This is an optimization exercise on Yosys and OpenROAD, whose aim is small area, not a production implementation.
Only simulation tests tie the RTL to the original design; equivalence was not proved.
Power figures rest on the tool's default switching activity, not on a simulated workload.

the baseline:
==> flow/design.v (excerpt) <==
module aurora_lane
#(
    parameter int SH_CNT_MAX     = 64,
    parameter int SH_INVALID_MAX = 16
) (
    input  logic                 clk160,
    input  logic                 rst,
    input  logic [aurora_pkg::PAYLOAD_W-1:0] tx_data_i,
    input  aurora_pkg::sync_hdr_e            tx_sync_i,
    output logic                 tx_data_next_o,
    output logic [aurora_pkg::BYTE_W-1:0]    tx_byte_o,
    input  logic [aurora_pkg::BYTE_W-1:0]    rx_byte_i,
    output logic [aurora_pkg::PAYLOAD_W-1:0] rx_data_o,
    output aurora_pkg::sync_hdr_e            rx_sync_o,
    output logic                 rx_valid_o,
    output logic                 block_lock_o
);
For scale: ~820 cells after synthesis, ~150 I/O pins, about 9300 µm² of cells after synthesis.
Settings: LEC_CHECK=0, CAP_MARGIN=20, CELL_PAD_IN_SITES_DETAIL_PLACEMENT=1, CELL_PAD_IN_SITES_GLOBAL_PLACEMENT=2, CORE_MARGIN=2, CORE_UTILIZATION=40, SLEW_MARGIN=20; clock period 6.25 ns.
standard.sh (not shown) runs the stock make flow with config.mk's settings and CLKGATE_MAP_FILE= SYNTH_SCRIPT=/design/flow/synth_recipe.tcl, a recipe that flattens the netlist after the stock synthesis.
==> flow/flow/run.sh <==
#!/bin/bash
# Own layout flow: the standard flow, with three changes.
#  1. After the standard synthesis, the combinational cells are mapped again by
#     ABC for area with a few scripts, keeping the smallest result; flip-flops
#     are left exactly as the standard synthesis made them.
#  2. Port buffers are the smallest buffer cell.
#  3. CTS without dummy loads.
# Every tool writes its full output to a log of its own in this folder.
set -euo pipefail
W=$PWD
R=$W/orfs/results/$FLOW_PLATFORM/aurora_lane/base
LIB=$FLOW_HOME/platforms/$FLOW_PLATFORM/lib/sky130_fd_sc_hd__tt_025C_1v80.lib

export CTS_ARGS="-sink_clustering_enable -repair_clock_nets -dont_use_dummy_load -buf_list {sky130_fd_sc_hd__clkbuf_4 sky130_fd_sc_hd__clkbuf_8} -sink_clustering_buffer sky130_fd_sc_hd__clkbuf_8 -root_buf sky130_fd_sc_hd__clkbuf_4 -sink_clustering_size 17 -sink_clustering_max_diameter 75"
export BUFFER_PORTS_ARGS="-buffer_cell sky130_fd_sc_hd__buf_1"

bash standard.sh synth > $W/log_1_standard_synth.txt 2>&1
cp $R/1_2_yosys.v $W/std_1_2_yosys.v

DU=""
for c in $(cat $W/flow/dont_use.txt); do DU="$DU -dont_use $c"; done
FLOPS=$(grep -oE "sky130_fd_sc_hd__[a-z0-9_]+" $W/std_1_2_yosys.v | sort -u | grep -E "__(df|edf|sdf|dl)" | tr '\n' ' ')
best=""
best_area=""
for s in $W/flow/abc_*.abc; do
  n=$(basename $s .abc)
  cat > $W/remap_$n.ys <<EOF
read_liberty -ignore_miss_func $LIB
read_verilog $W/std_1_2_yosys.v
hierarchy -top $FLOW_TOP
setattr -mod -set keep_hierarchy 1 $FLOPS
flatten
opt_clean
abc -script $s -liberty $LIB $DU
opt_clean -purge
blackbox $FLOPS
hilomap -singleton -hicell sky130_fd_sc_hd__conb_1 HI -locell sky130_fd_sc_hd__conb_1 LO
insbuf -buf sky130_fd_sc_hd__buf_4 A X
splitnets
opt_clean -purge
tee -o $W/remap_$n.stat stat -liberty $LIB
write_verilog -noattr -nohex -nodec $W/remap_$n.v
EOF
  if yosys -s $W/remap_$n.ys > $W/log_2_remap_$n.txt 2>&1; then
    a=$(grep "Chip area for module" $W/remap_$n.stat | head -1 | awk '{print $NF}')
    echo "$n $a" >> $W/remap_areas.txt
    if [[ -z "$best_area" ]] || awk -v a="$a" -v b="$best_area" 'BEGIN{exit !(a<b)}'; then
      best=$n; best_area=$a
    fi
  fi
done
echo "best $best $best_area" >> $W/remap_areas.txt
cp $W/remap_$best.v $R/1_2_yosys.v
rm -f $R/1_synth.odb $R/1_synth.sdc
bash standard.sh > $W/log_3_standard_layout.txt 2>&1
Other scripts of this flow, unchanged in this note and not shown: flow/flow/abc_1.abc, flow/flow/abc_4.abc, flow/flow/abc_5.abc, flow/flow/abc_6.abc, flow/flow/abc_7.abc, flow/flow/abc_8.abc, flow/flow/abc_9.abc, flow/flow/dont_use.txt
The baseline completed end to end with timing, DRC and antenna clean.
## Diff of input files: the candidate against the baseline
- PLACE_DENSITY newly set to 0.7
diff --git a/flow/flow/run.sh b/flow/flow/run.sh
--- a/flow/flow/run.sh
+++ b/flow/flow/run.sh
@@ -13,3 +13,3 @@
 
-export CTS_ARGS="-sink_clustering_enable -repair_clock_nets -dont_use_dummy_load -buf_list {sky130_fd_sc_hd__clkbuf_4 sky130_fd_sc_hd__clkbuf_8} -sink_clustering_buffer sky130_fd_sc_hd__clkbuf_8 -root_buf sky130_fd_sc_hd__clkbuf_4 -sink_clustering_size 17 -sink_clustering_max_diameter 75"
+export CTS_ARGS="-sink_clustering_enable -repair_clock_nets -dont_use_dummy_load -buf_list {sky130_fd_sc_hd__clkbuf_4 sky130_fd_sc_hd__clkbuf_8} -sink_clustering_buffer sky130_fd_sc_hd__clkbuf_8 -root_buf sky130_fd_sc_hd__clkbuf_4 -sink_clustering_size 14 -sink_clustering_max_diameter 70"
 export BUFFER_PORTS_ARGS="-buffer_cell sky130_fd_sc_hd__buf_1"
Notes after the runs:
Compared to the baseline, the candidate has non-filler instance count after layout 4 higher. Between the baseline and the candidate, the difference in non-clock buffer area fraction after layout is negligible. NOTE: first-pass GRT wire length in the candidate exceeds that of the baseline. Compared with the baseline, the candidate ends up with more cell area. Hold buffer count at CTS: the candidate vs the baseline identical. Est. power | the candidate vs the baseline | the candidate higher. [diff] wire length, the candidate relative to the baseline: regression.

-- separate check: timing with driven ports --
Ports are ideal in the flow. The routed layouts listed here were re-timed in OpenROAD. Step 1, drivers: a clkbuf_16 drives clk160 and a buf_2 each remaining input, both assumed. Step 2, shift: input delay + t, output delay - t, t = (earliest + latest rising clock arrival at the registers) / 2. This alone moves slack from input paths to output paths. Three values: no drivers, after step 1, after step 2; two values: the first two.
run	shift t [ns]	setup slack, ns	worst setup path after step 2	slew at the worst register clock pin (ns)	pins driven straight from the clock port
the baseline	0.668	1.380 / 1.337 / 2.005	register to output	0.11 / 0.11	1
the candidate	0.695	1.372 / 1.324 / 2.019	register to output	0.10 / 0.10	1
After both steps setup and hold are still met in every run listed.
